This design comes from an exercise in tuning for small area, a short achievable clock period and few clock cycles per item on the open sky130 flow, not from production work. Only simulation tests tie the RTL to the original design; equivalence was not proved.

Setup of green:
==> flow/design.v <==
package sat_pkg;
  localparam int unsigned ADDR_W  = 32;
  localparam int unsigned COUNT_W = 5;
  localparam logic [1:0] OP_CLEAR = 2'd0;
  localparam logic [1:0] OP_LOAD  = 2'd1;
  localparam logic [1:0] OP_V2F   = 2'd2;
  localparam logic [1:0] OP_F2V   = 2'd3;
  localparam logic [1:0] STATUS_OK   = 2'd0;
  localparam logic [1:0] STATUS_MISS = 2'd1;
  localparam logic [1:0] STATUS_FULL = 2'd2;
  localparam logic [ADDR_W-1:0] FILE_ALIGN_RST = 32'd512;
  localparam logic [ADDR_W-1:0] SECT_ALIGN_RST = 32'd4096;
endpackage
module section_address_translator (
  input  logic               clk,
  input  logic               rst_n,
  input  logic               cfg_we,
  input  logic [0:0]         cfg_index,
  input  logic [sat_pkg::ADDR_W-1:0]  cfg_data,
  input  logic               in_valid,
  output logic               in_ready,
  input  logic [1:0]         in_op,
  input  logic [sat_pkg::ADDR_W-1:0]  in_address,
  input  logic [sat_pkg::ADDR_W-1:0]  in_raw_start,
  input  logic [sat_pkg::ADDR_W-1:0]  in_raw_size,
  input  logic [sat_pkg::ADDR_W-1:0]  in_virt_start,
  input  logic [sat_pkg::ADDR_W-1:0]  in_virt_size,
  output logic               out_valid,
  input  logic               out_ready,
  output logic [1:0]         out_status,
  output logic [sat_pkg::ADDR_W-1:0]  out_translated,
  output logic [sat_pkg::ADDR_W-1:0]  out_raw_end_rounded,
  output logic [sat_pkg::ADDR_W-1:0]  out_virt_end_rounded,
  output logic [sat_pkg::COUNT_W-1:0] out_entry_count
);
  localparam int N = 16;
  function automatic logic [N-1:0] msb_onehot(input logic [N-1:0] v);
    msb_onehot = '0;
    for (int i = 0; i < N; i++) if (v[i]) msb_onehot = N'(1) << i;
  endfunction
  function automatic logic [31:0] low_mask(input logic [31:0] a);
    logic z;
    z = 1'b1;
    for (int i = 0; i < 32; i++) begin
      z = z & ~a[i];
      low_mask[i] = z;
    end
  endfunction
  function automatic logic ge(input logic [31:0] x, input logic [31:0] y);
    logic c;
    c = 1'b1;
    for (int k = 0; k < 32; k++) c = (x[k] & ~y[k]) | ((x[k] | ~y[k]) & c);
    ge = c;
  endfunction
  logic [31:0] fa_r, sa_r;
  logic        fa_p2, sa_p2;    
  always_ff @(posedge clk) begin
    if (!rst_n) begin
      fa_r  <= sat_pkg::FILE_ALIGN_RST;
      sa_r  <= sat_pkg::SECT_ALIGN_RST;
      fa_p2 <= 1'b1;
      sa_p2 <= 1'b1;
    end else if (cfg_we) begin
      if (cfg_index == 1'b0) begin
        fa_r  <= cfg_data;
        fa_p2 <= (cfg_data & (cfg_data - 32'd1)) == 32'd0;
      end else begin
        sa_r  <= cfg_data;
        sa_p2 <= (cfg_data & (cfg_data - 32'd1)) == 32'd0;
      end
    end
  end
  logic [N-1:0][31:0] s_rb, s_re, s_vb, s_ve;
  logic [N-1:0]       s_v;
  logic [4:0]         count_r;
  logic [3:0]         head_r;      
  logic        full, ins_ok, accept, ins, p1_free, p1_adv;
  logic [31:0] raw_end_in, virt_end_in;
  logic [N-1:0] hit_a;
  logic [4:0]  count_nxt;
  assign full        = count_r[4];
  assign ins_ok      = (count_r == 5'd0) || ((head_r + 4'd1 - count_r[3:0]) == 4'd0);
  assign in_ready    = p1_free && !(in_op == sat_pkg::OP_LOAD && !full && !ins_ok);
  assign accept      = in_valid && in_ready;
  assign ins         = accept && in_op == sat_pkg::OP_LOAD && !full;
  assign raw_end_in  = in_raw_start + in_raw_size;
  assign virt_end_in = in_virt_start + in_virt_size;
  always_comb begin
    for (int i = 0; i < N; i++)
      hit_a[i] = s_v[i] && ge(in_address, in_op[0] ? s_rb[i] : s_vb[i])
                        && ge(in_op[0] ? s_re[i] : s_ve[i], in_address);
  end
  always_comb begin
    count_nxt = count_r;
    if (in_op == sat_pkg::OP_CLEAR) count_nxt = 5'd0;
    else if (in_op == sat_pkg::OP_LOAD && !full) count_nxt = count_r + 5'd1;
  end
  always_ff @(posedge clk) begin
    for (int i = 1; i < N; i++) begin
      s_rb[i] <= s_rb[i-1];
      s_re[i] <= s_re[i-1];
      s_vb[i] <= s_vb[i-1];
      s_ve[i] <= s_ve[i-1];
    end
    if (ins) begin
      s_rb[0] <= in_raw_start;
      s_re[0] <= raw_end_in;
      s_vb[0] <= in_virt_start;
      s_ve[0] <= virt_end_in;
    end else begin
      s_rb[0] <= s_rb[N-1];
      s_re[0] <= s_re[N-1];
      s_vb[0] <= s_vb[N-1];
      s_ve[0] <= s_ve[N-1];
    end
  end
  always_ff @(posedge clk) begin
    if (!rst_n) begin
      s_v     <= '0;
      count_r <= 5'd0;
      head_r  <= 4'd0;
    end else begin
      if (accept && in_op == sat_pkg::OP_CLEAR) s_v <= '0;
      else s_v <= {s_v[N-2:0], ins ? 1'b1 : s_v[N-1]};
      if (accept) count_r <= count_nxt;
      head_r <= (ins && count_r == 5'd0) ? 4'd0 : head_r + 4'd1;
    end
  end
  logic        p1_v, p1_full;
  logic [1:0]  p1_op;
  logic [4:0]  p1_cnt;
  logic [31:0] p1_a, p1_b;     
  logic [N-1:0] p1_hit;        
  logic [5:0]  dv_cnt;
  logic [31:0] dv_r0, dv_r1;
  logic        dv_need, dv_step, stall_out;
  assign stall_out = out_valid && !out_ready;
  assign dv_need   = p1_v && p1_op == sat_pkg::OP_LOAD && !(fa_p2 && sa_p2);
  assign dv_step   = dv_need && !dv_cnt[5];
  assign p1_adv    = p1_v && !stall_out && !dv_step;
  assign p1_free   = !p1_v || p1_adv;
  always_ff @(posedge clk) begin
    if (!rst_n) p1_v <= 1'b0;
    else if (accept) p1_v <= 1'b1;
    else if (p1_adv) p1_v <= 1'b0;
  end
  logic [32:0] dv_sh0, dv_sh1;
  assign dv_sh0 = {dv_r0, p1_a[31]};
  assign dv_sh1 = {dv_r1, p1_b[31]};
  always_ff @(posedge clk) begin
    if (accept) begin
      p1_op   <= in_op;
      p1_cnt  <= count_nxt;
      p1_full <= full;
      p1_a    <= (in_op == sat_pkg::OP_LOAD) ? raw_end_in : in_address;
      p1_b    <= virt_end_in;
      p1_hit  <= {hit_a[N-2:0], hit_a[N-1]};
      dv_cnt  <= 6'd0;
      dv_r0   <= 32'd0;
      dv_r1   <= 32'd0;
    end else begin
      p1_hit <= {p1_hit[N-2:0], p1_hit[N-1]};
      if (dv_step) begin
        p1_a   <= {p1_a[30:0], p1_a[31]};
        p1_b   <= {p1_b[30:0], p1_b[31]};
        dv_cnt <= dv_cnt + 6'd1;
        dv_r0  <= (dv_sh0 >= {1'b0, fa_r}) ? 32'(dv_sh0 - {1'b0, fa_r}) : dv_sh0[31:0];
        dv_r1  <= (dv_sh1 >= {1'b0, sa_r}) ? 32'(dv_sh1 - {1'b0, sa_r}) : dv_sh1[31:0];
      end
    end
  end
  logic [N-1:0] lowm, hreq, sel;
  logic [31:0]  rb_sel, vb_sel, q_lo, q_oth, q_tr;
  logic         q_hit;
  always_comb begin
    for (int i = 0; i < N; i++) lowm[i] = (4'(i) <= head_r);
    hreq = p1_hit & lowm;
    sel  = (hreq != '0) ? msb_onehot(hreq) : msb_onehot(p1_hit);
    rb_sel = '0;
    vb_sel = '0;
    for (int i = 0; i < N; i++) begin
      rb_sel = rb_sel | (s_rb[i] & {32{sel[i]}});
      vb_sel = vb_sel | (s_vb[i] & {32{sel[i]}});
    end
  end
  assign q_hit = p1_hit != '0;
  assign q_lo  = p1_op[0] ? rb_sel : vb_sel;
  assign q_oth = p1_op[0] ? vb_sel : rb_sel;
  assign q_tr  = q_oth + p1_a - q_lo;
  logic [31:0] m_f, m_s, r_f, r_s, rnd_f, rnd_s;
  assign m_f   = low_mask(fa_r);
  assign m_s   = low_mask(sa_r);
  assign r_f   = fa_p2 ? (p1_a & m_f) : dv_r0;
  assign r_s   = sa_p2 ? (p1_b & m_s) : dv_r1;
  assign rnd_f = (m_f[31] || r_f == 32'd0) ? p1_a : p1_a - r_f + fa_r;
  assign rnd_s = (m_s[31] || r_s == 32'd0) ? p1_b : p1_b - r_s + sa_r;
  logic out_v;
  always_ff @(posedge clk) begin
    if (!rst_n) out_v <= 1'b0;
    else if (p1_adv) out_v <= 1'b1;
    else if (out_ready) out_v <= 1'b0;
  end
  assign out_valid = out_v;
  always_ff @(posedge clk) begin
    if (p1_adv) begin
      out_entry_count      <= p1_cnt;
      out_status           <= sat_pkg::STATUS_OK;
      out_translated       <= 32'd0;
      out_raw_end_rounded  <= 32'd0;
      out_virt_end_rounded <= 32'd0;
      case (p1_op)
        sat_pkg::OP_LOAD: begin
          out_status           <= p1_full ? sat_pkg::STATUS_FULL : sat_pkg::STATUS_OK;
          out_raw_end_rounded  <= rnd_f;
          out_virt_end_rounded <= rnd_s;
        end
        sat_pkg::OP_V2F, sat_pkg::OP_F2V: begin
          out_status     <= q_hit ? sat_pkg::STATUS_OK : sat_pkg::STATUS_MISS;
          out_translated <= q_hit ? q_tr : 32'hFFFF_FFFF;
        end
        default: ;
      endcase
    end
  end
endmodule
make LEC_CHECK=0 CAP_MARGIN=20 CORE_MARGIN=2 CORE_UTILIZATION=40 SLEW_MARGIN=20 finish   # period 8.0 ns
run.sh (not shown) runs the stock make flow with config.mk's settings and CLKGATE_MAP_FILE= SYNTH_SCRIPT=/design/flow/synth_recipe.tcl, a recipe that flattens the netlist after the stock synthesis.
Nothing crashed in green and all stages finished; the problem is that the final layout failed, the offending checks being negative setup slack.
Testbench counts of green, summed over its fixed seeds: cycles 2,502, items 2,486.
#### Input delta (orange over green)
--- a/flow/design.v
+++ b/flow/design.v
@@ -45,14 +45,8 @@
       z = z & ~a[i];
       low_mask[i] = z;
     end
   endfunction
-  function automatic logic ge(input logic [31:0] x, input logic [31:0] y);
-    logic c;
-    c = 1'b1;
-    for (int k = 0; k < 32; k++) c = (x[k] & ~y[k]) | ((x[k] | ~y[k]) & c);
-    ge = c;
-  endfunction
   logic [31:0] fa_r, sa_r;
   logic        fa_p2, sa_p2;    
   always_ff @(posedge clk) begin
     if (!rst_n) begin
@@ -85,11 +79,14 @@
   assign ins         = accept && in_op == sat_pkg::OP_LOAD && !full;
   assign raw_end_in  = in_raw_start + in_raw_size;
   assign virt_end_in = in_virt_start + in_virt_size;
   always_comb begin
-    for (int i = 0; i < N; i++)
-      hit_a[i] = s_v[i] && ge(in_address, in_op[0] ? s_rb[i] : s_vb[i])
-                        && ge(in_op[0] ? s_re[i] : s_ve[i], in_address);
+    for (int i = 0; i < N; i++) begin
+      if (in_op[0])
+        hit_a[i] = s_v[i] && (s_rb[i] <= in_address) && (in_address <= s_re[i]);
+      else
+        hit_a[i] = s_v[i] && (s_vb[i] <= in_address) && (in_address <= s_ve[i]);
+    end
   end
   always_comb begin
     count_nxt = count_r;
     if (in_op == sat_pkg::OP_CLEAR) count_nxt = 5'd0;
## What came out
- orange did not stop at any stage, and its layout met the timing, DRC and antenna checks.
- Relative to green, the area of the core region of orange is higher by about 20%.
- Final hold slack is higher on orange
- Side by side, global routing usage on met2 turned out lower in orange than in green.
- Between green and orange, the flow reports fmax increasing by a few percent.
- orange ended with less critical path depth than green.
- orange vs. green: count of non-CTS buffers in the layout decreased 199; final instance area increased 19%.
Testbench counts of orange, summed over its fixed seeds: cycles 2,502, items 2,486.

## afterwards: timing with drivers on the ports
No port has a modelled driver above. Below, the same layouts with a new extraction and two added sets of constraints. Step 1, drivers: a clkbuf_16 drives clk and a buf_2 each remaining input, both assumed. Step 2 also shifts input and output timing later by t, the mid clock arrival at the registers, as if the neighbouring blocks saw the same clock. a / b / c = ideal / step 1 / step 2; a / b = the first two.
| run | t, ns | slack for setup (ns) | worst data-port slew with drivers (ns) |
|---|---|---|---|
| green | 1.032 | -0.025 / -0.025 / -0.267 | 0.09 |
| orange | 0.981 | 0.265 / 0.265 / 0.265 | 0.14 |
The setup slack of green, which loses most, moves by 0.000 ns with the drivers and by -0.242 ns with both steps.
